Context: an optimization exercise on an open-source flow, tuned for small area, a short achievable clock period and few clock cycles per item. The choices shown serve that exercise and are no tape-out recipe. RTL that was checked went through simulation tests only; none was proved equivalent to the original. Function not checked in runs 3, 4 and 6: the RTL went through the layout flow alone. No activity file was given, so power comes from the tool's default toggle rates.

$ cat design/flow/constraint.sdc
create_clock -name core_clock -period 6.0 [get_ports {clk_i}]
set_input_delay 1.2000 -clock core_clock [delete_from_list [all_inputs] [get_ports {clk_i}]]
set_output_delay 1.2000 -clock core_clock [all_outputs]
set_load 0.01 [all_outputs]
$ cat design/flow/design.v
`default_nettype none
package lsw_pkg;
  localparam int unsigned PortsDefault        = 8;
  localparam int unsigned TableEntriesDefault = 256;
  localparam int unsigned CmdQueueDepth       = 2;
  localparam int unsigned ResQueueDepth       = 2;
  localparam int unsigned PortMaskW           = 8;
  localparam int unsigned CfgIdxW             = 1;
  localparam int unsigned CfgDataW            = 16;
  localparam logic [CfgIdxW-1:0] CfgSwitchId      = 1'b0;
  localparam logic [CfgIdxW-1:0] CfgControlPeriod = 1'b1;
  localparam logic [7:0]  SwitchIdReset      = 8'd0;
  localparam logic [15:0] ControlPeriodReset = 16'd10;
  localparam logic [1:0] ActNone    = 2'd0;
  localparam logic [1:0] ActForward = 2'd1;
  localparam logic [1:0] ActFlood   = 2'd2;
  localparam logic [1:0] ActControl = 2'd3;
  localparam logic [1:0] SndHost   = 2'd1;
  localparam logic [1:0] SndSwitch = 2'd2;
  typedef enum logic [1:0] {
    OpTick = 2'd0,
    OpCtrl = 2'd1,
    OpData = 2'd2,
    OpDrop = 2'd3
  } op_e;
  typedef struct packed {
    op_e        op;
    logic [2:0] in_port;
    logic [7:0] src;
    logic [7:0] dst;
    logic [1:0] sender_type;
    logic [7:0] adv_root;
    logic [7:0] adv_dist;
    logic       sender_child;
  } cmd_t;
  typedef struct packed {
    logic [1:0]           action;
    logic [2:0]           out_port;
    logic [PortMaskW-1:0] port_mask;
    logic [7:0]           ctl_root;
    logic [7:0]           ctl_dist;
    logic [PortMaskW-1:0] child_mask;
  } result_t;
  localparam int unsigned CmdW = 40;
  localparam int unsigned ResW = 37;
  function automatic logic [PortMaskW-1:0] all_ports(input integer ports);
    integer i;
    all_ports = '0;
    for (i = 0; i < PortMaskW; i = i + 1) begin
      all_ports[i] = (i < ports);
    end
  endfunction
endpackage
`default_nettype wire
`default_nettype none
module learning_switch_with_tree_election_unit #(
  parameter int unsigned PORTS         = lsw_pkg::PortsDefault,
  parameter int unsigned TABLE_ENTRIES = lsw_pkg::TableEntriesDefault
) (
  input  wire                          clk_i,
  input  wire                          rst_ni,
  input  wire                          cfg_we_i,
  input  wire  [lsw_pkg::CfgIdxW-1:0]  cfg_idx_i,
  input  wire  [lsw_pkg::CfgDataW-1:0] cfg_wdata_i,
  input  wire                          push,
  output logic                         full,
  input  wire                          kind_i,
  input  wire  [2:0]                   in_port_i,
  input  wire  [7:0]                   pkt_src_i,
  input  wire  [7:0]                   pkt_dst_i,
  input  wire                          is_control_i,
  input  wire  [1:0]                   sender_type_i,
  input  wire  [7:0]                   adv_root_i,
  input  wire  [7:0]                   adv_dist_i,
  input  wire                          sender_child_i,
  output logic                         empty,
  input  wire                          pop,
  output logic [1:0]                   action_o,
  output logic [2:0]                   out_port_o,
  output logic [7:0]                   port_mask_o,
  output logic [7:0]                   ctl_root_o,
  output logic [7:0]                   ctl_dist_o,
  output logic [7:0]                   child_mask_o
);
  logic       v0_q;
  logic       kind0_q, ctrl0_q, child0_q;
  logic [2:0] port0_q;
  logic [7:0] aroot0_q, cand0_q;
  logic [15:0] shi0_q, slo0_q;
  logic       cov0_q, host0_q, sw0_q;
  logic [3:0]  dtop0_q, dmid0_q;
  logic [15:0] dlo0_q;
  logic       accept;
  logic [8:0] cand_in;
  assign cand_in = {1'b0, adv_dist_i} + 9'd1;
  assign accept = push && !full;
  always_ff @(posedge clk_i or negedge rst_ni) begin
    if (!rst_ni) v0_q <= 1'b0;
    else         v0_q <= accept;
  end
  always_ff @(posedge clk_i) begin
    kind0_q  <= kind_i;
    ctrl0_q  <= is_control_i;
    child0_q <= sender_child_i;
    port0_q  <= in_port_i;
    shi0_q   <= (accept && kind_i) ? (16'd1 << pkt_src_i[7:4]) : 16'd0;
    slo0_q   <= 16'd1 << pkt_src_i[3:0];
    aroot0_q <= adv_root_i;
    cand0_q  <= cand_in[8] ? 8'hFF : cand_in[7:0];
    cov0_q   <= cand_in[8];
    host0_q  <= (sender_type_i == lsw_pkg::SndHost);
    sw0_q    <= (sender_type_i == lsw_pkg::SndSwitch);
    dtop0_q  <= 4'd1 << pkt_dst_i[7:6];
    dmid0_q  <= 4'd1 << pkt_dst_i[5:4];
    dlo0_q   <= 16'd1 << pkt_dst_i[3:0];
  end
  logic [255:0] tvalid_q;
  logic [2:0]   tport_q [256];
  logic [255:0] twe;
  always_comb begin
    for (int i = 0; i < 256; i++) twe[i] = shi0_q[i/16] && slo0_q[i%16] && !tvalid_q[i];
  end
  always_ff @(posedge clk_i or negedge rst_ni) begin
    if (!rst_ni) tvalid_q <= '0;
    else         tvalid_q <= tvalid_q | twe;
  end
  always_ff @(posedge clk_i) begin
    for (int i = 0; i < 256; i++) begin
      if (twe[i]) tport_q[i] <= port0_q;
    end
  end
  logic       v1_q;
  logic       kind1_q, ctrl1_q, child1_q, host1_q, sw1_q, hit1, cov1_q;
  logic [2:0] port1_q, hport1;
  logic [7:0] aroot1_q, cand1_q;
  logic [3:0] rd_grp [16];
  logic [3:0][3:0] rd_quad;
  logic [3:0][3:0] quad1_q;
  logic [3:0] dtop1_q;
  logic [3:0] rd_ent;
  always_comb begin
    for (int j = 0; j < 16; j++) begin
      rd_grp[j] = '0;
      for (int k = 0; k < 16; k++) begin
        rd_grp[j] = rd_grp[j] | ({4{dlo0_q[k]}} & {tport_q[16*j+k], tvalid_q[16*j+k]});
      end
    end
    for (int g = 0; g < 4; g++) begin
      rd_quad[g] = '0;
      for (int m = 0; m < 4; m++) begin
        rd_quad[g] = rd_quad[g] | ({4{dmid0_q[m]}} & rd_grp[4*g+m]);
      end
    end
  end
  always_comb begin
    rd_ent = '0;
    for (int g = 0; g < 4; g++) rd_ent = rd_ent | ({4{dtop1_q[g]}} & quad1_q[g]);
  end
  always_ff @(posedge clk_i or negedge rst_ni) begin
    if (!rst_ni) v1_q <= 1'b0;
    else         v1_q <= v0_q;
  end
  always_ff @(posedge clk_i) begin
    kind1_q  <= kind0_q;
    ctrl1_q  <= ctrl0_q;
    child1_q <= child0_q;
    host1_q  <= host0_q;
    sw1_q    <= sw0_q;
    port1_q  <= port0_q;
    aroot1_q <= aroot0_q;
    cand1_q  <= cand0_q;
    cov1_q   <= cov0_q;
    quad1_q  <= rd_quad;
    dtop1_q  <= dtop0_q;
  end
  logic [15:0] pm1_q, pm1_d;       
  logic        pz_q, pz_d;         
  logic [7:0]  root_q, root_d;
  logic [7:0]  dist_q, dist_d;
  logic        pknown_q, pknown_d;
  logic [2:0]  pport_q, pport_d;
  logic [7:0]  tree_q, tree_d;
  logic [15:0] tick1_q, tick1_d;   
  logic        fire_q, fire_d;     
  logic [15:0] cfg_pm1;
  logic [15:0] tick_inc;
  logic        fire, upd_lt, upd_eq, set_bit;
  logic [7:0]  in_bit;
  logic [1:0]  r_act;
  logic [19:0] r_pay;
  assign hit1     = rd_ent[0];
  assign hport1   = rd_ent[3:1];
  assign tick_inc = tick1_q + 16'd1;
  assign cfg_pm1  = cfg_wdata_i - 16'd1;
  assign fire     = fire_q;
  assign in_bit   = 8'd1 << port1_q;
  assign upd_lt   = sw1_q && (aroot1_q < root_q);
  assign upd_eq   = sw1_q && (aroot1_q == root_q) && !cov1_q && (dist_q > cand1_q);
  assign set_bit  = host1_q ||
                    (sw1_q && (upd_lt || upd_eq || (pknown_q && pport_q == port1_q) || child1_q));
  always_comb begin
    pm1_d    = pm1_q;
    pz_d     = pz_q;
    root_d   = root_q;
    dist_d   = dist_q;
    pknown_d = pknown_q;
    pport_d  = pport_q;
    tree_d   = tree_q;
    tick1_d  = tick1_q;
    fire_d   = fire_q;
    r_act    = lsw_pkg::ActNone;
    r_pay    = '0;
    if (v1_q) begin
      if (!kind1_q) begin
        if (fire) begin
          tick1_d = 16'd1;
          fire_d  = pz_q || (pm1_q == 16'd0);
          r_act  = lsw_pkg::ActControl;
          r_pay  = {pport_q, pknown_q, dist_q, root_q};
        end else begin
          tick1_d = tick_inc;
          fire_d  = pz_q || (tick1_q >= pm1_q);
        end
      end else if (ctrl1_q) begin
        if (upd_lt) root_d = aroot1_q;
        if (upd_lt || upd_eq) begin
          pknown_d = 1'b1;
          pport_d  = port1_q;
          dist_d   = cand1_q;
        end
        tree_d = set_bit ? (tree_q | in_bit) : (tree_q & ~in_bit);
      end else if (hit1) begin
        r_act = lsw_pkg::ActForward;
        r_pay = {17'd0, hport1};
      end else begin
        r_act = lsw_pkg::ActFlood;
        r_pay = {12'd0, (pknown_q ? tree_q : 8'hFF) & ~in_bit};
      end
    end
    if (cfg_we_i) begin
      if (cfg_idx_i == lsw_pkg::CfgSwitchId) begin
        root_d   = cfg_wdata_i[7:0];
        dist_d   = '0;
        pknown_d = 1'b0;
        pport_d  = '0;
      end else begin
        pm1_d    = cfg_pm1;
        pz_d     = (cfg_wdata_i == 16'd0);
        fire_d   = (tick1_q >= cfg_wdata_i);
      end
    end
  end
  always_ff @(posedge clk_i or negedge rst_ni) begin
    if (!rst_ni) begin
      pm1_q    <= lsw_pkg::ControlPeriodReset - 16'd1;
      pz_q     <= 1'b0;
      root_q   <= lsw_pkg::SwitchIdReset;
      dist_q   <= '0;
      pknown_q <= 1'b0;
      pport_q  <= '0;
      tree_q   <= '0;
      tick1_q  <= 16'd1;
      fire_q   <= 1'b0;
    end else begin
      pm1_q    <= pm1_d;
      pz_q     <= pz_d;
      root_q   <= root_d;
      dist_q   <= dist_d;
      pknown_q <= pknown_d;
      pport_q  <= pport_d;
      tree_q   <= tree_d;
      tick1_q  <= tick1_d;
      fire_q   <= fire_d;
    end
  end
  logic [21:0] q_mem [3];
  logic [1:0]  q_wr_q, q_rd_q, q_cnt_q;
  logic        hv_q;
  logic [2:0]  cnt_q, cnt_d;
  logic        take, q_push, q_pop, head_load;
  logic [21:0] head_src;
  logic [36:0] head_q;
  function automatic logic [36:0] decode(input logic [21:0] e);
    logic [1:0]  a;
    logic [19:0] p;
    a = e[21:20];
    p = e[19:0];
    decode = '0;
    decode[36:35] = a;
    unique case (a)
      lsw_pkg::ActForward: decode[34:32] = p[2:0];
      lsw_pkg::ActFlood:   decode[31:24] = p[7:0];
      lsw_pkg::ActControl: begin
        decode[31:24] = 8'hFF;
        decode[23:16] = p[7:0];
        decode[15:8]  = p[15:8];
        decode[7:0]   = p[16] ? (8'd1 << p[19:17]) : 8'd0;
      end
      default: ;
    endcase
  endfunction
  assign take      = !hv_q || pop;
  assign head_load = take && (q_cnt_q != 2'd0 || v1_q);
  assign q_pop     = take && (q_cnt_q != 2'd0);
  assign q_push    = v1_q && !(take && q_cnt_q == 2'd0);
  assign head_src  = (q_cnt_q != 2'd0) ? q_mem[q_rd_q] : {r_act, r_pay};
  always_ff @(posedge clk_i or negedge rst_ni) begin
    if (!rst_ni) begin
      hv_q    <= 1'b0;
      q_wr_q  <= '0;
      q_rd_q  <= '0;
      q_cnt_q <= '0;
    end else begin
      hv_q  <= head_load || (hv_q && !pop);
      if (q_push) q_wr_q <= (q_wr_q == 2'd2) ? 2'd0 : q_wr_q + 2'd1;
      if (q_pop)  q_rd_q <= (q_rd_q == 2'd2) ? 2'd0 : q_rd_q + 2'd1;
      if (q_push && !q_pop) q_cnt_q <= q_cnt_q + 2'd1;
      else if (q_pop && !q_push) q_cnt_q <= q_cnt_q - 2'd1;
    end
  end
  always_ff @(posedge clk_i) begin
    if (q_push) q_mem[q_wr_q] <= {r_act, r_pay};
  end
  always_ff @(posedge clk_i or negedge rst_ni) begin
    if (!rst_ni)        head_q <= '0;
    else if (head_load) head_q <= decode(head_src);
  end
  assign {action_o, out_port_o, port_mask_o, ctl_root_o, ctl_dist_o, child_mask_o} = head_q;
  assign empty = !hv_q;
  assign cnt_d = cnt_q + {2'd0, accept} - {2'd0, hv_q && pop};
  always_ff @(posedge clk_i or negedge rst_ni) begin
    if (!rst_ni) begin
      cnt_q <= '0;
      full  <= 1'b0;
    end else begin
      cnt_q <= cnt_d;
      full  <= (cnt_d == 3'd4);
    end
  end
endmodule
`default_nettype wire
$ cat design/flow/config.mk
export PLATFORM = sky130hd
export DESIGN_NAME = learning_switch_with_tree_election_unit
export DESIGN_NICKNAME = learning_switch_with_tree_election_unit
export VERILOG_FILES = /design/flow/design.v
export SDC_FILE = /design/flow/constraint.sdc
export NUM_CORES = 4
export LEC_CHECK = 0
export CAP_MARGIN = 20
export CORE_MARGIN = 2
export CORE_UTILIZATION = 60
export CTS_CLUSTER_DIAMETER = 100
export CTS_CLUSTER_SIZE = 25
export SETUP_SLACK_MARGIN = 3.6
export SLEW_MARGIN = 20
export TNS_END_PERCENT = 10
$ cat design/flow/run.sh
#!/bin/bash
# synth_recipe.tcl (not shown) runs the flow's synth.tcl, then flattens the netlist and writes it again
# the make line also repeats each setting of config.mk as NAME=value (left out here)
make -C /OpenROAD-flow-scripts/flow DESIGN_CONFIG=/design/flow/config.mk WORK_HOME=/design/flow/orfs CLKGATE_MAP_FILE= SYNTH_SCRIPT=/design/flow/synth_recipe.tcl finish
==> results of run 1 <==
-- layer usage --
layer / routed length [um] / global-route usage / vias to the layer above
met1: 56700 / 0.448 / 16700
met2: 67500 / 0.524 / 1635
li1: - / - / 14200
met4: 5060 / 0.105 / 4
met3: 11400 / 0.0424 / 242
met5: 30 / 0 / -
-- critical path, stage by stage (launching register included) --
cell and delay [ps]:
dfxtp_4 490, buf_4 420, a22o_1 300, a221oi_1 370
nand4_1 190, a22oi_1 560, nand3_1 140
-- through the flow --
step	power, W	std cells	hold WS (ps)	worst slack (ps)
after global placement	0.0123	4846	310	2300
after detailed placement	0.0124	4847	312	2220
final	0.0169	4988	336	3380
after CTS	0.0170	4966	334	3320
after floorplan	0.0116	3791	310	3320
after global routing	0.0175	4987	336	3380
-- power breakdown --
group | leakage, nW | total, W | internal, W | switching, W
Sequential | 13.6 | 0.0105 | 0.0101 | 0.000416
Combinational | 7.32 | 0.00175 | 0.000668 | 0.00108
Clock | 0.819 | 0.00468 | 0.00192 | 0.00276
-- what timing repair did --
action,CTS,global route
gates cloned,4,0
gates resized for setup,52,72
setup buffers,3,21
endpoints found under the setup margin,226,336
pin swaps,4,11
-- worst max path at each step --
stage	startpoint	endpoint	slack (ps)	depth (start not counted)
final	dlo0_q[9]	quad1_q[2]	3380	6
after global routing	head_q[26]	port_mask_o[2]	3380	1
after CTS	root_q[3]	root_q[5]	3320	8
after detailed placement	push	full	2220	8
after global placement	push	full	2300	8
after floorplan	cfg_wdata_i[1]	pm1_q[10]	3320	8
-- kinds of logic (layout without fill, tap and decap cells) --
kind of cell,after synthesis,in the layout,share of synthesized area
adders and majority gates,54,54,0.0133
DFF,1328,1328,0.716
other,0,1,0
and+or+nand+nor,1276,1280,0.119
muxes,25,25,0.00492
buffers and inverters,287,335,0.0220
AOI/OAI and AO/OA,790,790,0.119
xor gates and xnor gates,31,31,0.00529
-- sequential cells by signal (all words and copies together), names as in the netlist, 4 cells and up, named ones only --
name      count
quad1_q      16
q_mem        66
dtop0_q       4
dmid0_q       4
slo0_q       16
tick1_q      16
shi0_q       16
aroot0_q      8
dlo0_q       16
aroot1_q      8
dist_q        8
tport_q     768
dtop1_q       4
tvalid_q    256
root_q        8
cand1_q       8
pm1_q        16
cand0_q       8
head_q       37
-- area by class of cell --
type / count / share of cell area
clock buffer: 107 / 0.0302
clock inverter: 5 / 0.000925
sequential: 1328 / 0.665
multi-input combinational: 2180 / 0.247
antenna: 1 / 0.0000451
inverter: 65 / 0.00440
tap: 1144 / 0.0258
timing repair buffer: 158 / 0.0270
-- cells in the final DEF, fill, tap and decap left out, types with 8 or more instances in the layout --
master / instances
nand2b_1: 275
a32o_1: 8
dfrtp_2: 8
xnor2_1: 22
o21ai_0: 89
clkbuf_1: 47
a211oi_1: 9
dfxtp_4: 16
o211ai_2: 8
buf_4: 47
a31oi_1: 8
nor3_1: 22
dlygate4sd2_1: 31
a22oi_1: 183
nand2_1: 357
dlymetal6s2s_1: 14
a21boi_1: 10
nor2_1: 363
a21oi_1: 39
ha_1: 51
a21o_1: 12
a22o_1: 191
nand4_1: 58
and3_1: 17
dfxtp_1: 91
edfxtp_1: 834
inv_1: 61
clkdlybuf4s50_1: 44
xor2_1: 8
clkbuf_16: 60
o21ai_1: 9
dfrtp_1: 357
dfxtp_2: 19
a221oi_1: 176
nand3_1: 111
nor2b_1: 10
nand3_2: 9
mux2i_1: 23
==> results.cfg, run 1 <==
[floorplan]
design.core.area_mm2 = 0.0850
core.rowCount = 107
io_pins = 101
start_util = 0.604
die_y_um = 297
dieArea_mm2 = 0.0879
die_w_um = 297

[synth]
synthTopCellsByCount = 834 x edfxtp_1, 367 x nor2_1, 365 x dfrtp_1
netlist-cell-type-count = 72
synth_warnings = 3
yosysSeqAreaShare = 0.716
async_flop_share = 0.277
synth_area_leaders = edfxtp_1 49%, dfrtp_1 18%, dfxtp_1 4.9%, nand2b_1 3.4%, a22o_1 3.3%
synthFlopType = edfxtp_1
syn-num-nets = 3907
synth_edf_count = 834
synth.avg_cell_area_um2 = 13.5
netlist.area_leader.share = 0.488
netlist_area_mm2 = 0.0514
synth-seq-cells = 1328
synth.most_common_cell = edfxtp_1
yosys.area.top_type = edfxtp_1
synthCells = 3791

[layout]
n_fill_cell = 6271
utilization = 0.653
seqCellArea_mm2 = 0.0369
fin_area_mm2 = 0.0555
layout.nets = 3908
drive_above_1_share = 0.0658
area.growth.synth_to_final_pct = 8.05
multi_input_area_mm2 = 0.0137

[placed_design]
io_buffers = 100
hpwl_um = 85400
post_dp_cell_area_mm2 = 0.0534
gp_congestion = 0.869

[detailed_routing]
drtAntennaViolNets = 0
vias = 32800
wl_per_cell_um = 28.2
wl_um = 141000
viasPerCell = 6.57
first_pass_iters = 6
drcViolationCount = 0
drt_iter0_drc = 3963

[cts]
insertion_delay_ps = 680
root_buffer = clkbuf_16
clkSinkCount = 1328
cts_buffers = 59
htreeDepth = 2
cts_tree = yes
holdBufCountCts = 0
clock_path_buffers = 3
path_clk_slew_ps = 100

[flow_run]
maxCapViolCount = 0

[power_and_ir_drop]
power.density_mw_per_mm2 = 305
leakagePower_nw = 21.7
ir_drop_mv = 0.225

[sta]
relSlewSlack = 0.207
period_share = 0.437
maxSlewViolCount = 0
period_needed_ps = 2620
worstMarginPinSlew_ps = 1190
hold_viol = 0
fmax_mhz = 381
setup_viol = 0
skew_ps = 31.6
rsz0062_at_grt = true
setup_tns_ps = 0

[worst_hold_path]
hold_class = reg2reg
min_path_cells = 0
min_from = cand0_q[6]
hold_end = cand1_q[6]

[grt]
grt_pass1_vias = 31700
gr-total-overflow = 0
grt_pass1_wl_um = 206000
grtUsageTotal = 0.320
grt_antenna_before_repair = 2
grt_max_degree = 205

[worst_setup_path]
rr_endpoint = quad1_q[2]
end_kind = flip-flop
crit_required_ps = 6530
crit_type = reg2reg
critPathMaxFanout = 42
critPathArrivalTime_ps = 3150
reg2reg_depth = 6
cp-start-kind = flip-flop
r2r_start = dlo0_q[9]
rrSetupSlack_ps = 3380

[outcome]
run_status = finished clean
Testbench counts, summed over its fixed seeds: cycles 24,024, items 24,000.
==> run 2: changes to the inputs <==
--- a/design/flow/config.mk
+++ b/design/flow/config.mk
@@ -9,3 +9,3 @@
 export CORE_MARGIN = 2
-export CORE_UTILIZATION = 60
+export CORE_UTILIZATION = 70
 export CTS_CLUSTER_DIAMETER = 100
@@ -14,2 +14 @@
 export SLEW_MARGIN = 20
-export TNS_END_PERCENT = 10
==> results.cfg, run 2 <==
[cts]
insertion_delay_ps = 700
htreeDepth = 2
cts_tree = yes
root_buffer = clkbuf_16
clkSinkCount = 1328
clock_path_buffers = 3
cts_buffers = 59
path_clk_slew_ps = 100
holdBufCountCts = 0

[grt]
grt_pass1_wl_um = 200000
grt_antenna_before_repair = 3
gr-total-overflow = 0
grt_max_degree = 215
grt_pass1_vias = 32600
grtUsageTotal = 0.359

[layout]
drive_above_1_share = 0.0858
layout_common_cells = 834 x edfxtp_1, 364 x nor2_1, 361 x dfrtp_1
regMostFlops = tport_q
largest_reg_flops = 768
layout.nets = 3937
n_fill_cell = 4404
reg_top3 = tport_q (768), tvalid_q (256), q_mem (66)
area.growth.synth_to_final_pct = 8.38
mostFrequentLayoutCell = edfxtp_1
fin_area_mm2 = 0.0557

[worst_setup_path]
worst-path-stages = 1
rrSetupSlack_ps = 3630
worstSetupEndpoint = ctl_root_o[7]
cp_cell_sequence = buf_2
slowest_stage = dfrtp_1
rr_endpoint = quad1_q[8]
critPathMaxFanout = 2
cp-start-kind = flip-flop
end_kind = output port
slowest_delay_ps = 420
r2r_start = dlo0_q[2]
critical-path-top-delay-family = flip-flops
crit_type = reg2out
cp-startpoint = head_q[23]
crit_required_ps = 4800
critPathBufInv = 1
critPathArrivalTime_ps = 1250
reg2reg_depth = 6

[floorplan]
design.core.area_mm2 = 0.0728
dieArea_mm2 = 0.0755
start_util = 0.705
die_y_um = 275
core.rowCount = 99
die_w_um = 275
io_pins = 101

[synth]
netlist_area_mm2 = 0.0514
synth.most_common_cell = edfxtp_1
synth_edf_count = 834
netlist.area_leader.share = 0.488
synth.avg_cell_area_um2 = 13.5
synth-seq-cells = 1328
synth_warnings = 3
synthFlopType = edfxtp_1
yosysSeqAreaShare = 0.716
synthCells = 3791
netlist-cell-type-count = 72
yosys.area.top_type = edfxtp_1
syn-num-nets = 3907
synthTopCellsByCount = 834 x edfxtp_1, 367 x nor2_1, 365 x dfrtp_1
synth_area_leaders = edfxtp_1 49%, dfrtp_1 18%, dfxtp_1 4.9%, nand2b_1 3.4%, a22o_1 3.3%
async_flop_share = 0.277

[sta]
worstMarginPinSlew_ps = 1270
setup_tns_ps = 0
period_needed_ps = 2450
setup_viol = 0
relSlewSlack = 0.149
maxSlewViolCount = 0
rsz0062_at_grt = true
period_share = 0.408
holdWs_ps = 330
fmax_mhz = 408
hold_viol = 0
layout_setup_ws_ps = 3550
skew_ps = 32.2

[placed_design]
hpwl_um = 80200
gp_congestion = 0.903
post_dp_cell_area_mm2 = 0.0532
io_buffers = 100
place_ws_ps = 2230

[detailed_routing]
first_pass_iters = 6
vias = 33200
wl_um = 136000
viasPerCell = 6.87
drcViolationCount = 0
wl_per_cell_um = 28.1
drtAntennaViolNets = 0
drt_iter0_drc = 4295

[power_and_ir_drop]
power.density_mw_per_mm2 = 305
p_clk_frac = 0.272
leakagePower_nw = 21.8
comb_power_share = 0.110
ir_drop_mv = 0.342
swShare = 0.251
p_sw_w = 0.00427
internal_power_w = 0.0127
seq_power_share = 0.618
power_w = 0.0170

[flow_run]
maxCapViolCount = 0

[worst_hold_path]
hold_class = reg2reg

[outcome]
run_status = finished clean
## run 2: per-stage QoR
stage / std cells / utilization
6_report: 4833 / 0.764
5_1_grt: 4830 / 0.764
4_1_cts: 4806 / 0.758
3_5_place_dp: 4659 / 0.731
3_3_place_gp: 4659 / 0.731
2_1_floorplan: 3791 / -
## run 2: cells by family after synthesis
group                    share of synthesized area
AO/OA/AOI/OAI                                0.119
adder cells (fa/ha/maj)                     0.0133
XOR/XNOR                                   0.00529
AND/OR/NAND/NOR                              0.119
flip-flops                                   0.716
multiplexers                               0.00492
buffers and inverters                       0.0220
## run 2: routing by layer
layer / GRT usage / vias up / wire length, um
met2: 0.585 / 1943 / 65500
met1: 0.485 / 16700 / 50600
met4: 0.149 / 4 / 6110
li1: - / 14200 / -
met5: 0 / - / 26
met3: 0.0636 / 325 / 13400
## run 2: worst min-delay path by stage
stage / from / to / cells past startpoint
6_report: dtop0_q[2] / dtop1_q[2] / 0
5_1_grt: dtop0_q[0] / dtop1_q[0] / 0
4_1_cts: dtop0_q[2] / dtop1_q[2] / 0
3_5_place_dp: dtop0_q[0] / dtop1_q[0] / 0
3_3_place_gp: cov0_q / cov1_q / 0
2_1_floorplan: aroot0_q[0] / aroot1_q[0] / 0
## run 2: timing repair
action | in CTS | in global routing
pin swaps | 13 | 13
cloned | 5 | 2
endpoints found under the setup margin | 223 | 129
setup buffers | 31 | 22
resized for setup | 218 | 57
## run 2: worst register-to-register path, cell delays in order, from the launching register on
cell      delay, ps
dfxtp_4         510
buf_8           320
a22o_1          250
a221oi_1        350
nand4_1         210
a22oi_2         370
nand3_1         200
## run 2: power groups by stage
stage,Sequential [W],Combinational [W],Clock [W]
4_1_cts,0.0105,0.00180,0.00465
6_report,0.0105,0.00188,0.00462
5_1_grt,0.0105,0.00204,0.00496
3_5_place_dp,0.0107,0.00174,0
3_3_place_gp,0.0106,0.00166,0
2_1_floorplan,0.0105,0.00113,0
## run 2: cell type report
| cell class | count | area [um2] | area share |
|---|---|---|---|
| sequential | 1328 | 36900 | 0.662 |
| inverter | 65 | 268 | 0.00481 |
| clock inverter | 4 | 60.1 | 0.00108 |
| multi-input combinational | 2183 | 13900 | 0.250 |
| tap | 959 | 1200 | 0.0216 |
| timing repair buffer | 184 | 1690 | 0.0304 |
| clock buffer | 107 | 1660 | 0.0298 |
| antenna | 3 | 7.51 | 0.000135 |
==> run 3: changes to the inputs <==
--- a/design/flow/design.v
+++ b/design/flow/design.v
@@ -128,3 +128,3 @@
     for (int i = 0; i < 256; i++) begin
-      if (twe[i]) tport_q[i] <= port0_q;
+      tport_q[i] <= ({3{tvalid_q[i]}} & tport_q[i]) | ({3{twe[i]}} & port0_q);
     end
==> results.cfg, run 3 <==
[outcome]
run_status = finished clean

[layout]
layout.nets = 5306
n_fill_cell = 5091
drive_above_1_share = 0.0710
mostFrequentLayoutCell = nand2_1
largest_reg_flops = 768
fin_area_mm2 = 0.0551
regMostFlops = tport_q
reg_top3 = tport_q (768), tvalid_q (256), q_mem (66)
layout_common_cells = 895 x nand2_1, 867 x dfxtp_1, 862 x o21ai_0
utilization = 0.770
area.growth.synth_to_final_pct = 8.74

[sta]
period_share = 0.425
period_needed_ps = 2550
fmax_mhz = 392
relSlewSlack = 0.103
setup_viol = 0
skew_ps = 22.4
rsz0062_at_grt = true
hold_viol = 0
maxSlewViolCount = 0
worstMarginPinSlew_ps = 1340
setup_tns_ps = 0

[grt]
grt_pass1_wl_um = 257000
grtUsageTotal = 0.469
grt_antenna_before_repair = 23
grt_max_degree = 108
gr-total-overflow = 0
grt_pass1_vias = 40200

[synth]
syn-num-nets = 5286
netlist-cell-type-count = 74
synthTopCellsByCount = 907 x nand2_1, 894 x dfxtp_1, 864 x o21ai_0
synth.avg_cell_area_um2 = 9.81
async_flop_share = 0.277
netlist.area_leader.share = 0.353
synth-seq-cells = 1328
netlist_area_mm2 = 0.0507
synth_area_leaders = dfxtp_1 35%, dfrtp_1 18%, o21ai_0 8.5%, nand2_1 6.7%, a21o_1 4.0%
yosys.area.top_type = dfxtp_1
synth.most_common_cell = nand2_1
synth_warnings = 3
synth_edf_count = 66
yosysSeqAreaShare = 0.574
synthFlopType = dfxtp_1
synthCells = 5170

[detailed_routing]
first_pass_iters = 7
viasPerCell = 7.07
vias = 44100
drtAntennaViolNets = 0
drcViolationCount = 0
wl_um = 179000
drt_iter0_drc = 7419
wl_per_cell_um = 28.8

[floorplan]
start_util = 0.708
die_y_um = 273
dieArea_mm2 = 0.0746
core.rowCount = 98
die_w_um = 273
design.core.area_mm2 = 0.0716
io_pins = 101

[worst_setup_path]
end_kind = flip-flop
crit_type = reg2reg
critPathMaxFanout = 21
critPathArrivalTime_ps = 3160
reg2reg_depth = 2
crit_required_ps = 6610
cp-start-kind = flip-flop

[cts]
clkSinkCount = 1328
insertion_delay_ps = 720
cts_buffers = 59
path_clk_slew_ps = 100
htreeDepth = 2
root_buffer = clkbuf_16
clock_path_buffers = 3
cts_tree = yes

[flow_run]
maxCapViolCount = 0

[placed_design]
hpwl_um = 107000
gp_congestion = 0.949
io_buffers = 100
post_dp_cell_area_mm2 = 0.0527

[worst_hold_path]
min_path_cells = 0
hold_class = reg2reg

[power_and_ir_drop]
leakagePower_nw = 22.9
ir_drop_mv = 0.367
power.density_mw_per_mm2 = 299
[run 3: cell count changes in the layout (fill, tap and decap cells not counted), moves of 15 or more]
cell,change
nand3_1,+15
a21o_1,+257
edfxtp_1,-768
o21ai_0,+777
diode_2,+35
nor2_1,-268
dfxtp_1,+774
nand2_1,+538
buf_4,+66
[run 3: kinds of logic (layout without fill, tap and decap cells)]
family,after synthesis,count (layout),synth area share
adders and majority gates,54,54,0.0135
other,0,38,0
AOI/OAI and AO/OA,1803,1803,0.233
muxes,33,33,0.00676
buffers and inverters,353,417,0.0266
and+or+nand+nor,1567,1573,0.141
xor gates and xnor gates,32,32,0.00553
DFF,1328,1328,0.574
[run 3: worst paths after layout]
check / end / start / slack, ps
worst min-delay path: aroot1_q[3] / aroot0_q[3] / 330
min in group asynchronous: head_q[10] / rst_ni / 490
worst max-delay path: tport_q[155][0] / slo0_q[11] / 3450
worst max register to register: tport_q[155][0] / slo0_q[11] / 3450
worst min register to register: aroot1_q[3] / aroot0_q[3] / 330
max in group asynchronous: tvalid_q[191] / rst_ni / 4140
[run 3: layer usage]
| metal | global-route usage | share of wire | vias to the layer above |
|---|---|---|---|
| met2 | 0.686 | 0.43 | 3598 |
| met3 | 0.128 | 0.14 | 916 |
| met1 | 0.604 | 0.35 | 20900 |
| met5 | 0 | 0.00031 | - |
| met4 | 0.338 | 0.078 | 8 |
| li1 | - | - | 18600 |
[run 3: critical path, cell delays in order (launching register included)]
cell and delay [ps]:
dfxtp_2 1150, nand2_2 880, o21ai_0 400
[run 3: area by class of cell]
class	instances	area [um2]	share of cell area
antenna	38	95.1	0.00172
clock buffer	108	1680	0.0305
clock inverter	3	55.1	0.000998
inverter	60	225	0.00408
multi-input combinational	3495	20700	0.375
sequential	1328	29200	0.529
tap	950	1190	0.0216
timing repair buffer	246	2060	0.0374
[run 3: repair_timing]
item	CTS	global route
setup buffers	18	28
setup endpoints to repair	211	137
pin swaps	8	14
hold buffers	0	0
cloned	4	2
gates resized for setup	205	46
[run 3: where the power goes]
| group | total (W) | switching, W | leakage (nW) | internal, W |
|---|---|---|---|---|
| logic | 0.00195 | 0.00118 | 9.23 | 0.000766 |
| clock network | 0.00479 | 0.00287 | 0.819 | 0.00192 |
| registers | 0.00973 | 0.000432 | 12.9 | 0.00930 |
| total | 0.0165 | 0.00449 | 22.9 | 0.0120 |
[run 3: per-stage QoR]
step                hold WS, ps  total power (W)  worst slack [ps]  cells
CTS                         337           0.0163              3480   6159
finish                      333           0.0165              3450   6228
global placement            310           0.0116              2560   6025
floorplan                   310           0.0109              3360   5170
detailed placement          314           0.0117              2520   6026
global route                340           0.0169              3500   6191
==> run 4: changes to the inputs <==
--- a/design/flow/config.mk
+++ b/design/flow/config.mk
@@ -9,3 +9,3 @@
 export CORE_MARGIN = 2
-export CORE_UTILIZATION = 70
+export CORE_UTILIZATION = 60
 export CTS_CLUSTER_DIAMETER = 100
==> results.cfg, run 4 <==
[synth]
synth-seq-cells = 1328
synthFlopType = dfxtp_1
synth_edf_count = 66
synth_warnings = 3
netlist.area_leader.share = 0.353
synth.most_common_cell = nand2_1
yosysSeqAreaShare = 0.574
syn-num-nets = 5286
netlist-cell-type-count = 74
synth_area_leaders = dfxtp_1 35%, dfrtp_1 18%, o21ai_0 8.5%, nand2_1 6.7%, a21o_1 4.0%
netlist_area_mm2 = 0.0507
yosys.area.top_type = dfxtp_1
synth.avg_cell_area_um2 = 9.81
async_flop_share = 0.277
synthCells = 5170
synthTopCellsByCount = 907 x nand2_1, 894 x dfxtp_1, 864 x o21ai_0

[worst_hold_path]
min_from = dtop0_q[3]
hold_class = reg2reg

[power_and_ir_drop]
ir_drop_mv = 0.300
power.density_mw_per_mm2 = 298
seq_power_share = 0.591
internal_power_w = 0.0120
leakagePower_nw = 22.8
comb_power_share = 0.116
swShare = 0.271
p_sw_w = 0.00444
p_clk_frac = 0.293

[floorplan]
die_y_um = 295
design.core.area_mm2 = 0.0837
die_w_um = 295
start_util = 0.606
core.rowCount = 106
io_pins = 101
dieArea_mm2 = 0.0869

[detailed_routing]
wl_per_cell_um = 29.0
drt_iter0_drc = 5890
drtAntennaViolNets = 0
drcViolationCount = 0
vias = 42300
wl_um = 185000
viasPerCell = 6.64
first_pass_iters = 7

[flow_run]
maxCapViolCount = 0

[layout]
largest_reg_flops = 768
utilization = 0.659
drive_above_1_share = 0.0730
layout_common_cells = 875 x nand2_1, 862 x o21ai_0, 861 x dfxtp_1
mostFrequentLayoutCell = nand2_1
area.growth.synth_to_final_pct = 8.83
layout.nets = 5285
regMostFlops = tport_q
reg_top3 = tport_q (768), tvalid_q (256), q_mem (66)

[sta]
rsz0062_at_grt = true
hold_viol = 0
period_share = 0.410
fmax_mhz = 406
relSlewSlack = 0.166
maxSlewViolCount = 0
period_needed_ps = 2460
setup_viol = 0
skew_ps = 24.5
worstMarginPinSlew_ps = 1250
setup_tns_ps = 0

[worst_setup_path]
end_kind = output port
critical-path-top-delay-family = flip-flops
slowest_delay_ps = 410
slowest_stage = dfrtp_1
cp-start-kind = flip-flop
r2r_start = dlo0_q[6]
cp-startpoint = hv_q
critPathBufInv = 2
critPathMaxFanout = 2
critPathArrivalTime_ps = 1260
crit_type = reg2out
crit_required_ps = 4800
cp_cell_sequence = inv_1 -> buf_2

[grt]
grt_max_degree = 137
grt_pass1_vias = 38800
grt_antenna_before_repair = 23
gr-total-overflow = 0
grtUsageTotal = 0.420
grt_pass1_wl_um = 265000

[cts]
holdBufCountCts = 0
cts_buffers = 59
root_buffer = clkbuf_16
path_clk_slew_ps = 100
clock_path_buffers = 3
clkSinkCount = 1328
htreeDepth = 2
insertion_delay_ps = 690
cts_tree = yes

[placed_design]
hpwl_um = 111000
gp_congestion = 0.905
io_buffers = 100

[outcome]
run_status = finished clean
-- run 4: cell counts after synthesis --
Identical to the previous run, type by type.
-- run 4: final cells by class --
cell class | instances | area [um2]
flip-flops and latches | 1328 | 29200
fillers | 6942 | 28500
multi-input cells | 3495 | 20700
repair buffers | 225 | 1900
clock buffers | 106 | 1700
well taps | 1134 | 1420
inverters | 60 | 225
diodes | 14 | 35.0
clock inverters | 2 | 27.5
-- run 4: cell families (layout without fill, tap and decap cells) --
logic type	count (synthesis)	in the layout	synth area share
muxes	33	33	0.00676
DFF	1328	1328	0.574
xor gates and xnor gates	32	32	0.00553
buffers and inverters	353	393	0.0266
AOI/OAI and AO/OA	1803	1803	0.233
other	0	14	0
adders and majority gates	54	54	0.0135
and+or+nand+nor	1567	1573	0.141
-- run 4: final timing paths --
check                      cells after the start  slack, ps    endpoint
setup / recovery                               2       3540       empty
hold / removal                                 0        330  dtop1_q[3]
setup reg to reg                               6       3550  quad1_q[5]
hold reg to reg                                0        330  dtop1_q[3]
max in group asynchronous                      2       4060      fire_q
min in group asynchronous                      1        480  head_q[21]
-- run 4: power groups by stage --
stage	Clock, W	Sequential, W	Combinational, W
after global placement	0	0.00987	0.00179
final	0.00482	0.00970	0.00190
after floorplan	0	0.00976	0.00112
after detailed placement	0	0.00987	0.00183
after CTS	0.00480	0.00968	0.00185
after global routing	0.00512	0.00974	0.00207
-- run 4: layer usage --
metal  share of wire  track usage
met5         0.00027            0
met4           0.058        0.229
met3            0.12       0.0886
met2            0.44        0.637
met1            0.39        0.563
-- run 4: metrics by stage --
stage               hold WS [ps]  instance area (um2)  worst slack (ps)  std cells  total power, W
finish                       329                55200              3540       6364          0.0164
global route                 334                55200              3490       6350          0.0169
CTS                          336                54900              3370       6328          0.0163
detailed placement           312                52900              2470       6198          0.0117
global placement             312                52900              2560       6198          0.0117
floorplan                    310                50800              3360       5170          0.0109
-- run 4: timing repair --
item / 4_1_cts / 5_1_grt
pin swaps: 5 / 16
gates cloned: 3 / 3
buffers inserted: 19 / 18
gates resized for setup: 207 / 49
hold endpoints to repair: 0 / 0
endpoints found under the setup margin: 177 / 105
==> run 5: changes to the inputs <==
--- a/design/flow/design.v
+++ b/design/flow/design.v
@@ -128,3 +128,3 @@
     for (int i = 0; i < 256; i++) begin
-      tport_q[i] <= ({3{tvalid_q[i]}} & tport_q[i]) | ({3{twe[i]}} & port0_q);
+      if (twe[i]) tport_q[i] <= port0_q;
     end
--- a/design/flow/config.mk
+++ b/design/flow/config.mk
@@ -12,3 +12,3 @@
 export CTS_CLUSTER_SIZE = 25
-export SETUP_SLACK_MARGIN = 3.6
+export SETUP_SLACK_MARGIN = 3.65
 export SLEW_MARGIN = 20
==> results.cfg, run 5 <==
[worst_setup_path]
critPathBufInv = 1
rrSetupSlack_ps = 3630
end_kind = output port
crit_type = reg2out
slowest_delay_ps = 430
rr_endpoint = quad1_q[6]
cp_cell_sequence = buf_2
r2r_start = dlo0_q[6]
reg2reg_depth = 6
critPathMaxFanout = 2
critPathArrivalTime_ps = 1260
cp-start-kind = flip-flop
crit_required_ps = 4800
slowest_stage = dfrtp_1
critical-path-top-delay-family = flip-flops

[synth]
netlist.area_leader.share = 0.488
synthCells = 3791
syn-num-nets = 3907
async_flop_share = 0.277
synthFlopType = edfxtp_1
synthTopCellsByCount = 834 x edfxtp_1, 367 x nor2_1, 365 x dfrtp_1
yosys.area.top_type = edfxtp_1
synth-seq-cells = 1328
synth.avg_cell_area_um2 = 13.5
netlist_area_mm2 = 0.0514
yosysSeqAreaShare = 0.716
synth_warnings = 3
synth_area_leaders = edfxtp_1 49%, dfrtp_1 18%, dfxtp_1 4.9%, nand2b_1 3.4%, a22o_1 3.3%
synth.most_common_cell = edfxtp_1
synth_edf_count = 834
netlist-cell-type-count = 72

[detailed_routing]
vias = 32600
drcViolationCount = 0
wl_per_cell_um = 27.8
drtAntennaViolNets = 0
drt_iter0_drc = 3364
wl_um = 140000
first_pass_iters = 8
viasPerCell = 6.50

[placed_design]
gp_congestion = 0.865
hpwl_um = 83400
io_buffers = 100
place_ws_ps = 2250

[worst_hold_path]
min_from = dtop0_q[2]
hold_end = dtop1_q[2]
hold_class = reg2reg
min_path_cells = 0

[cts]
holdBufCountCts = 0
htreeDepth = 2
clock_path_buffers = 3
cts_buffers = 59
cts_tree = yes
root_buffer = clkbuf_16
insertion_delay_ps = 700
clkSinkCount = 1328
path_clk_slew_ps = 100

[sta]
worstMarginPinSlew_ps = 1380
setup_tns_ps = 0
period_share = 0.409
relSlewSlack = 0.0765
layout_setup_ws_ps = 3540
maxSlewViolCount = 0
hold_viol = 0
rsz0062_at_grt = true
setup_viol = 0
skew_ps = 40.0
fmax_mhz = 407
period_needed_ps = 2460

[floorplan]
design.core.area_mm2 = 0.0850
die_y_um = 297
dieArea_mm2 = 0.0879
die_w_um = 297
io_pins = 101
start_util = 0.604
core.rowCount = 107

[grt]
grt_antenna_before_repair = 4
grt_pass1_wl_um = 205000
grt_pass1_vias = 32100
grt_max_degree = 249
grtUsageTotal = 0.317
gr-total-overflow = 0

[outcome]
run_status = finished clean

[power_and_ir_drop]
internal_power_w = 0.0127
leakagePower_nw = 21.8
comb_power_share = 0.112
ir_drop_mv = 0.260
swShare = 0.254
power.density_mw_per_mm2 = 305
seq_power_share = 0.613
p_clk_frac = 0.275
p_sw_w = 0.00435

[layout]
largest_reg_flops = 768
layout.nets = 3946
drive_above_1_share = 0.0918
area.growth.synth_to_final_pct = 9.20
reg_top3 = tport_q (768), tvalid_q (256), q_mem (66)
mostFrequentLayoutCell = edfxtp_1
layout_common_cells = 834 x edfxtp_1, 363 x nor2_1, 359 x dfrtp_1
regMostFlops = tport_q

[flow_run]
maxCapViolCount = 0
run 5: cell count changes after synthesis, sizes merged, moves of 7 or more:
cell / previous run / this run
and2: 16 / 4
clkbuf: 214 / 150
o22ai: 12 / 4
a21o: 269 / 12
nor2: 98 / 367
and3: 11 / 18
edfxtp: 66 / 834
nand2: 907 / 358
buf: 79 / 72
o21ai: 865 / 101
dfxtp: 894 / 126
mux2: 10 / 2
run 5: final cells by class:
type                    instances  area (um2)
flip-flops and latches       1328       36900
fillers                      6172       28900
multi-input cells            2183       14000
repair buffers                193        1800
clock buffers                 108        1660
well taps                    1144        1430
inverters                      65         268
clock inverters                 3        58.8
diodes                          1        2.50
run 5: how the worst max path moves through the flow:
stage,from,end,slack (ps),cells after the start
2_1_floorplan,pop,full,3360,9
3_3_place_gp,push,full,2330,8
3_5_place_dp,push,full,2250,8
4_1_cts,dlo0_q[7],quad1_q[5],3460,5
5_1_grt,full,full,3510,1
6_report,full,full,3540,1
run 5: what timing repair did:
action / CTS / global route
buffers inserted: 35 / 19
setup endpoints to repair: 205 / 117
pin swaps: 14 / 22
gates cloned: 4 / 3
resized for setup: 218 / 89
run 5: through the flow:
stage               utilization  total power, W  instances  hold slack (ps)  cell area (um2)
floorplan                     -          0.0116       3791              310            51600
global placement          0.630          0.0124       4850              314            53500
detailed placement        0.630          0.0124       4851              312            53500
CTS                       0.653          0.0171       5001              335            55500
global route              0.660          0.0177       5025              346            56100
finish                    0.660          0.0171       5025              335            56100
run 5: routing by layer:
layer  GRT usage  vias up  wire length [um]
li1            -    14200                 -
met1       0.427    16600             54500
met2       0.527     1551             68300
met4       0.120        6              5830
met5           0        -                37
met3      0.0490      273             11200
run 5: power groups by stage:
stage | sequential (W) | clock, W | combinational (W)
after floorplan | 0.0105 | 0 | 0.00113
after global placement | 0.0106 | 0 | 0.00171
after detailed placement | 0.0107 | 0 | 0.00178
after CTS | 0.0105 | 0.00477 | 0.00183
after global routing | 0.0105 | 0.00506 | 0.00210
final | 0.0105 | 0.00470 | 0.00191
run 5: kinds of logic after synthesis:
logic type | count (synthesis) | synth area share
buf+inv | 287 | 0.0220
simple gates | 1276 | 0.119
flops | 1328 | 0.716
compound gates | 790 | 0.119
xor+xnor | 31 | 0.00529
fa+ha+maj | 54 | 0.0133
mux | 25 | 0.00492
Testbench counts of run 5, summed over its fixed seeds: cycles 24,024, items 24,000.
==> run 6: changes to the inputs <==
--- a/design/flow/design.v
+++ b/design/flow/design.v
@@ -135,6 +135,6 @@
   logic [7:0] aroot1_q, cand1_q;
-  logic [3:0] rd_grp [16];
-  logic [3:0][3:0] rd_quad;
-  logic [3:0][3:0] quad1_q;
-  logic [3:0] dtop1_q;
+  logic [15:0][3:0] rd_grp;
+  logic [15:0][3:0] grp1_q;
+  logic [3:0][3:0]  rd_quad;
+  logic [3:0] dtop1_q, dmid1_q;
   logic [3:0] rd_ent;
@@ -147,2 +147,4 @@
     end
+  end
+  always_comb begin
     for (int g = 0; g < 4; g++) begin
@@ -150,9 +152,7 @@
       for (int m = 0; m < 4; m++) begin
-        rd_quad[g] = rd_quad[g] | ({4{dmid0_q[m]}} & rd_grp[4*g+m]);
+        rd_quad[g] = rd_quad[g] | ({4{dmid1_q[m]}} & grp1_q[4*g+m]);
       end
     end
-  end
-  always_comb begin
     rd_ent = '0;
-    for (int g = 0; g < 4; g++) rd_ent = rd_ent | ({4{dtop1_q[g]}} & quad1_q[g]);
+    for (int g = 0; g < 4; g++) rd_ent = rd_ent | ({4{dtop1_q[g]}} & rd_quad[g]);
   end
@@ -172,4 +172,5 @@
     cov1_q   <= cov0_q;
-    quad1_q  <= rd_quad;
+    grp1_q   <= rd_grp;
     dtop1_q  <= dtop0_q;
+    dmid1_q  <= dmid0_q;
   end
--- a/design/flow/config.mk
+++ b/design/flow/config.mk
@@ -12,3 +12,3 @@
 export CTS_CLUSTER_SIZE = 25
-export SETUP_SLACK_MARGIN = 3.65
+export SETUP_SLACK_MARGIN = 3.7
 export SLEW_MARGIN = 20
==> results.cfg, run 6 <==
[outcome]
run_status = finished clean

[synth]
async_flop_share = 0.267
netlist.area_leader.share = 0.478
synth-seq-cells = 1380
netlist_area_mm2 = 0.0524
syn-num-nets = 3926
synth.avg_cell_area_um2 = 13.7
synthFlopType = edfxtp_1
yosys.area.top_type = edfxtp_1
synth.most_common_cell = edfxtp_1
synth_edf_count = 834
synthCells = 3810
synth_warnings = 2
synth_area_leaders = edfxtp_1 48%, dfrtp_1 17%, dfxtp_1 6.8%, a22o_1 5.0%, a221oi_1 4.3%
netlist-cell-type-count = 63
yosysSeqAreaShare = 0.722
synthTopCellsByCount = 834 x edfxtp_1, 381 x nor2_1, 365 x dfrtp_1

[grt]
grt_pass1_vias = 33000
grt_max_degree = 172
grtUsageTotal = 0.321
grt_pass1_wl_um = 213000
gr-total-overflow = 0
grt_antenna_before_repair = 3

[worst_setup_path]
rrSetupSlack_ps = 3620
cp-start-kind = flip-flop
cp_cell_sequence = buf_6
critPathArrivalTime_ps = 1300
crit_type = reg2out
end_kind = output port
r2r_start = dist_q[7]
slowest_stage = dfrtp_2
critPathBufInv = 1
critPathMaxFanout = 2
critical-path-top-delay-family = flip-flops
slowest_delay_ps = 470
cp-startpoint = full
crit_required_ps = 4800

[detailed_routing]
drtAntennaViolNets = 0
drcViolationCount = 0
drt_iter0_drc = 3651
vias = 33100
wl_per_cell_um = 28.4
first_pass_iters = 6
wl_um = 145000
viasPerCell = 6.50

[layout]
area.growth.synth_to_final_pct = 10.2
seqCellArea_mm2 = 0.0379
drive_above_1_share = 0.108
mostFrequentLayoutCell = edfxtp_1
layout_common_cells = 834 x edfxtp_1, 375 x nor2_1, 356 x dfrtp_1
fin_area_mm2 = 0.0577
regMostFlops = tport_q
multi_input_area_mm2 = 0.0142
reg_top3 = tport_q (768), tvalid_q (256), q_mem (66)
largest_reg_flops = 768
utilization = 0.666
n_fill_cell = 6201
layout.nets = 4002

[sta]
period_share = 0.417
setup_viol = 0
maxSlewViolCount = 0
fmax_mhz = 400
relSlewSlack = 0.238
worstMarginPinSlew_ps = 1140
holdWs_ps = 332
setup_tns_ps = 0
skew_ps = 27.2
hold_viol = 0
period_needed_ps = 2500
rsz0062_at_grt = true

[power_and_ir_drop]
power.density_mw_per_mm2 = 316
leakagePower_nw = 22.5
ir_drop_mv = 0.267

[placed_design]
io_buffers = 100
hpwl_um = 87500
post_dp_cell_area_mm2 = 0.0547
gp_congestion = 0.902

[cts]
holdBufCountCts = 0
root_buffer = clkbuf_16
insertion_delay_ps = 700
cts_tree = yes
cts_buffers = 61
clkSinkCount = 1380
path_clk_slew_ps = 90
clock_path_buffers = 3
htreeDepth = 2

[floorplan]
die_w_um = 299
dieArea_mm2 = 0.0897
design.core.area_mm2 = 0.0866
start_util = 0.605
core.rowCount = 108
io_pins = 101
die_y_um = 299

[worst_hold_path]
hold_class = reg2reg
min_from = dmid0_q[3]

[flow_run]
maxCapViolCount = 0
[run 6: changes by cell type in the layout (fill, tap and decap cells not counted), moves of 12 or more]
cell and delta:
a221oi_1 +84, o21ai_0 -33, nand3_1 -83, a21oi_1 +18
nor2_1 +12, a22oi_2 -14, a22oi_1 -172, a22o_1 +107
o22ai_1 +15, buf_4 +40, dfxtp_1 +46, nand4_1 +23
inv_1 -16, nor3_1 +12
[run 6: metal layers]
metal	share of wire	GRT usage	routed length (um)
met2	0.48	0.530	70100
met4	0.041	0.119	5930
met1	0.40	0.436	57400
met5	0.000076	0	11
met3	0.077	0.0490	11200
[run 6: worst paths after layout]
check / to / cells after the start
max in group asynchronous: q_rd_q[0] / 2
min in group asynchronous: pz_q / 1
setup / recovery: full / 1
setup reg to reg: flip-flop / 7
hold reg to reg: dmid1_q[3] / 0
hold / removal: dmid1_q[3] / 0
[run 6: area by class of cell]
class                   instances  share of cell area
flip-flops and latches       1380               0.657
clock inverters                 4             0.00106
repair buffers                231              0.0361
inverters                      63             0.00453
clock buffers                 112              0.0301
diodes                          3            0.000130
multi-input cells            2149               0.246
well taps                    1155              0.0250
[run 6: metrics by stage]
step	setup slack, ps	cells	power, W
after CTS	3460	5051	0.0180
after global placement	2280	4877	0.0130
after detailed placement	2260	4879	0.0131
after floorplan	2990	3810	0.0122
after global routing	3470	5094	0.0188
final	3500	5097	0.0182
[run 6: report_power, final]
part	internal, W	total, W	switching [W]
combinational	0.00108	0.00243	0.00135
clock	0.00199	0.00486	0.00287
sequential	0.0105	0.0109	0.000434
[run 6: logic make-up (layout without fill, tap and decap cells)]
kind of cell / Yosys count / count (layout) / synth area share
DFF: 1380 / 1380 / 0.722
and+or+nand+nor: 1245 / 1248 / 0.113
AOI/OAI and AO/OA: 780 / 781 / 0.119
buffers and inverters: 285 / 410 / 0.0205
adders and majority gates: 54 / 54 / 0.0130
muxes: 36 / 36 / 0.00719
xor gates and xnor gates: 30 / 30 / 0.00502
other: 0 / 3 / 0
[run 6: timing repair]
item / CTS / global route
setup buffers: 51 / 37
resized for setup: 244 / 117
endpoints found under the hold margin: 0 / 0
pin swaps: 22 / 47
setup endpoints to repair: 205 / 113
cloned: 5 / 4
==> run 7: changes to the inputs <==
--- a/design/flow/design.v
+++ b/design/flow/design.v
@@ -135,6 +135,6 @@
   logic [7:0] aroot1_q, cand1_q;
-  logic [15:0][3:0] rd_grp;
-  logic [15:0][3:0] grp1_q;
-  logic [3:0][3:0]  rd_quad;
-  logic [3:0] dtop1_q, dmid1_q;
+  logic [3:0] rd_grp [16];
+  logic [3:0][3:0] rd_quad;
+  logic [3:0][3:0] quad1_q;
+  logic [3:0] dtop1_q;
   logic [3:0] rd_ent;
@@ -147,4 +147,2 @@
     end
-  end
-  always_comb begin
     for (int g = 0; g < 4; g++) begin
@@ -152,7 +150,9 @@
       for (int m = 0; m < 4; m++) begin
-        rd_quad[g] = rd_quad[g] | ({4{dmid1_q[m]}} & grp1_q[4*g+m]);
+        rd_quad[g] = rd_quad[g] | ({4{dmid0_q[m]}} & rd_grp[4*g+m]);
       end
     end
+  end
+  always_comb begin
     rd_ent = '0;
-    for (int g = 0; g < 4; g++) rd_ent = rd_ent | ({4{dtop1_q[g]}} & rd_quad[g]);
+    for (int g = 0; g < 4; g++) rd_ent = rd_ent | ({4{dtop1_q[g]}} & quad1_q[g]);
   end
@@ -172,5 +172,4 @@
     cov1_q   <= cov0_q;
-    grp1_q   <= rd_grp;
+    quad1_q  <= rd_quad;
     dtop1_q  <= dtop0_q;
-    dmid1_q  <= dmid0_q;
   end
==> design/flow/flow/run.sh (new file) <==
#!/bin/bash
# Standard layout, except that clock tree synthesis inserts no dummy loads.
# Each tool's output goes to the ORFS logs under orfs/logs; make's own output to flow_make.log.
set -euo pipefail
export CTS_ARGS="-sink_clustering_enable -repair_clock_nets -dont_use_dummy_load -sink_clustering_size 25 -sink_clustering_max_diameter 100"
bash standard.sh > flow_make.log 2>&1
==> design/flow/standard.sh (new file) <==
#!/bin/bash
# synth_recipe.tcl (not shown) runs the flow's synth.tcl, then flattens the netlist and writes it again
# the make line also repeats each setting of config.mk as NAME=value (left out here)
make -C /OpenROAD-flow-scripts/flow DESIGN_CONFIG=/design/flow/config.mk WORK_HOME=/design/flow/orfs CLKGATE_MAP_FILE= SYNTH_SCRIPT=/design/flow/synth_recipe.tcl "${@:-finish}"
--- a/design/flow/config.mk
+++ b/design/flow/config.mk
@@ -12,3 +12,3 @@
 export CTS_CLUSTER_SIZE = 25
-export SETUP_SLACK_MARGIN = 3.7
+export SETUP_SLACK_MARGIN = 3.6
 export SLEW_MARGIN = 20
removed: design/flow/run.sh
==> results.cfg, run 7 <==
[layout]
reg_top3 = tport_q (768), tvalid_q (256), q_mem (66)
largest_reg_flops = 768
mostFrequentLayoutCell = edfxtp_1
regMostFlops = tport_q
drive_above_1_share = 0.0880
layout_common_cells = 834 x edfxtp_1, 364 x nor2_1, 358 x nand2_1
final_cells = 4975
utilization = 0.654
area.growth.synth_to_final_pct = 8.33
layout.nets = 3947

[cts]
htreeDepth = 2
cts_tree = yes
holdBufCountCts = 0
clkSinkCount = 1328
insertion_delay_ps = 680
root_buffer = clkbuf_16
clock_path_buffers = 3
path_clk_slew_ps = 90
cts_buffers = 59

[synth]
netlist-cell-type-count = 72
synth_edf_count = 834
async_flop_share = 0.277
synthCells = 3791
synthFlopType = edfxtp_1
synth.avg_cell_area_um2 = 13.5
synth-seq-cells = 1328
netlist_area_mm2 = 0.0514
yosys.area.top_type = edfxtp_1
synth_warnings = 3
yosysSeqAreaShare = 0.716
synth.most_common_cell = edfxtp_1
synthTopCellsByCount = 834 x edfxtp_1, 367 x nor2_1, 365 x dfrtp_1
synth_area_leaders = edfxtp_1 49%, dfrtp_1 18%, dfxtp_1 4.9%, nand2b_1 3.4%, a22o_1 3.3%
netlist.area_leader.share = 0.488
syn-num-nets = 3907

[sta]
maxSlewViolCount = 0
relSlewSlack = 0.299
period_share = 0.404
rsz0062_at_grt = true
skew_ps = 57.9
hold_viol = 0
layout_setup_ws_ps = 3570
worstMarginPinSlew_ps = 1050
setup_viol = 0
fmax_mhz = 412
setup_tns_ps = 0
period_needed_ps = 2430

[worst_setup_path]
rrSetupSlack_ps = 3590
cp-start-kind = flip-flop
slowest_delay_ps = 420
end_kind = output port
critPathMaxFanout = 2
crit_type = reg2out
critical-path-top-delay-family = flip-flops
critPathBufInv = 1
cp_cell_sequence = buf_2
slowest_stage = dfrtp_1
critPathArrivalTime_ps = 1230
crit_required_ps = 4800

[detailed_routing]
vias = 32500
first_pass_iters = 6
drt_iter0_drc = 3700
wl_um = 139000
drcViolationCount = 0
drtAntennaViolNets = 0
wl_per_cell_um = 27.9
viasPerCell = 6.52

[grt]
grt_pass1_vias = 32200
grtUsageTotal = 0.317
gr-total-overflow = 0
grt_max_degree = 182
grt_antenna_before_repair = 3
grt_pass1_wl_um = 204000

[floorplan]
die_y_um = 297
io_pins = 101
die_w_um = 297
dieArea_mm2 = 0.0879
core.rowCount = 107
start_util = 0.604
design.core.area_mm2 = 0.0850

[worst_hold_path]
hold_class = reg2reg

[power_and_ir_drop]
power_w = 0.0168
leakagePower_nw = 21.7
ir_drop_mv = 0.226
power.density_mw_per_mm2 = 301

[placed_design]
placed_cells = 4855
gp_congestion = 0.886
place_ws_ps = 2270
io_buffers = 100
hpwl_um = 84600

[flow_run]
maxCapViolCount = 0

[outcome]
run_status = finished clean
## run 7: cell count changes in the layout (fill, tap and decap cells not counted), sizes merged, moves of 30 or more
| cell | before | now |
|---|---|---|
| a22oi | 0 | 186 |
| a22o | 298 | 191 |
| nand3 | 34 | 121 |
| a221oi | 257 | 177 |
| clkbuf | 115 | 60 |
| dfxtp | 178 | 126 |
| buf | 171 | 138 |
| o21ai | 71 | 101 |
## run 7: layer usage
metal  track usage  routed length [um]
met4         0.118                5510
met5             0                   0
met3        0.0533               11500
met1         0.425               54200
met2         0.526               67700
## run 7: area by class of cell
cell class / instances / area, um2
sequential: 1328 / 36900
tap: 1144 / 1430
inverter: 65 / 268
fill: 6166 / 29400
multi-input combinational: 2180 / 13800
timing repair buffer: 197 / 1730
clock buffer: 59 / 1480
antenna: 2 / 5.00
## run 7: repair_timing
action	in CTS	in global routing
cloned	4	0
endpoints found under the setup margin	222	131
pin swaps	12	12
hold endpoints to repair	0	0
gates resized for setup	219	49
buffers inserted	38	17
## run 7: through the flow
step	hold WS, ps	instance area (um2)
6_report	333	55600
2_1_floorplan	310	51600
3_5_place_dp	313	53600
5_1_grt	341	55600
4_1_cts	330	55300
3_3_place_gp	315	53600
## run 7: path summary, 6_finish.rpt
check | depth (start not counted) | endpoint | startpoint
hold reg to reg | 0 | cand1_q[7] | cand0_q[7]
max in group asynchronous | 2 | tvalid_q[137] | rst_ni
hold / removal | 0 | cand1_q[7] | cand0_q[7]
setup / recovery | 1 | ctl_root_o[6] | head_q[22]
min in group asynchronous | 1 | pm1_q[15] | rst_ni
setup reg to reg | 6 | quad1_q[11] | dlo0_q[15]
## run 7: kinds of logic (layout without fill, tap and decap cells)
| kind of cell | after synthesis | in the layout | share of synthesized area |
|---|---|---|---|
| multiplexers | 25 | 25 | 0.00492 |
| buffers and inverters | 287 | 321 | 0.0220 |
| XOR/XNOR | 31 | 31 | 0.00529 |
| adder cells (fa/ha/maj) | 54 | 54 | 0.0133 |
| AND/OR/NAND/NOR | 1276 | 1280 | 0.119 |
| AO/OA/AOI/OAI | 790 | 790 | 0.119 |
| flip-flops | 1328 | 1328 | 0.716 |
| other | 0 | 2 | 0 |
## run 7: where the power goes
part | switching [W] | internal (W) | total, W
Sequential | 0.000405 | 0.0101 | 0.0105
Clock | 0.00264 | 0.00175 | 0.00439
Combinational | 0.00113 | 0.000746 | 0.00187
Total | 0.00417 | 0.0126 | 0.0168
Testbench counts of run 7, summed over its fixed seeds: cycles 24,024, items 24,000.

separate check: timing with driven ports:
In the flow no input, the clock included, has a driving cell. The finished layouts below were timed again as built, in two steps.
Step 1 sets driving cells, clkbuf_16 on the clock port and buf_2 on the other inputs (assumed; they add their load-dependent delay and slew).
Step 2 times the ports against the registers' clock, not the clock port: input delays grow and output delays shrink by t, the midpoint of the rising clock arrivals with the driver on.
a / b / c = ideal / step 1 / step 2; a / b = the first two.
| run | t, ns | setup WS [ns] | worst hold slack (ns) | slew at the worst register clock pin (ns) | worst data-port slew with drivers (ns) |
|---|---|---|---|---|---|
| run 1 | 0.727 | 3.376 / 3.362 / 2.940 | 0.336 / 0.336 / 0.336 | 0.10 / 0.10 | 0.09 |
| run 2 | 0.748 | 3.550 / 3.480 / 2.933 | 0.330 / 0.330 / 0.330 | 0.10 / 0.10 | 0.10 |
| run 3 | 0.774 | 3.450 / 3.424 / 2.945 | 0.333 / 0.333 / 0.333 | 0.11 / 0.11 | 0.13 |
| run 4 | 0.754 | 3.537 / 3.463 / 3.006 | 0.329 / 0.329 / 0.329 | 0.11 / 0.11 | 0.16 |
| run 5 | 0.755 | 3.544 / 3.471 / 2.978 | 0.335 / 0.335 / 0.335 | 0.11 / 0.11 | 0.13 |
| run 6 | 0.748 | 3.500 / 3.437 / 2.789 | 0.332 / 0.332 / 0.332 | 0.11 / 0.11 | 0.15 |
| run 7 | 0.725 | 3.574 / 3.504 / 2.969 | 0.333 / 0.333 / 0.333 | 0.10 / 0.10 | 0.12 |
After both steps setup and hold are still met in every run listed. The setup slack of run 6, which loses most, moves by -0.063 ns with the drivers and by -0.711 ns with both steps.
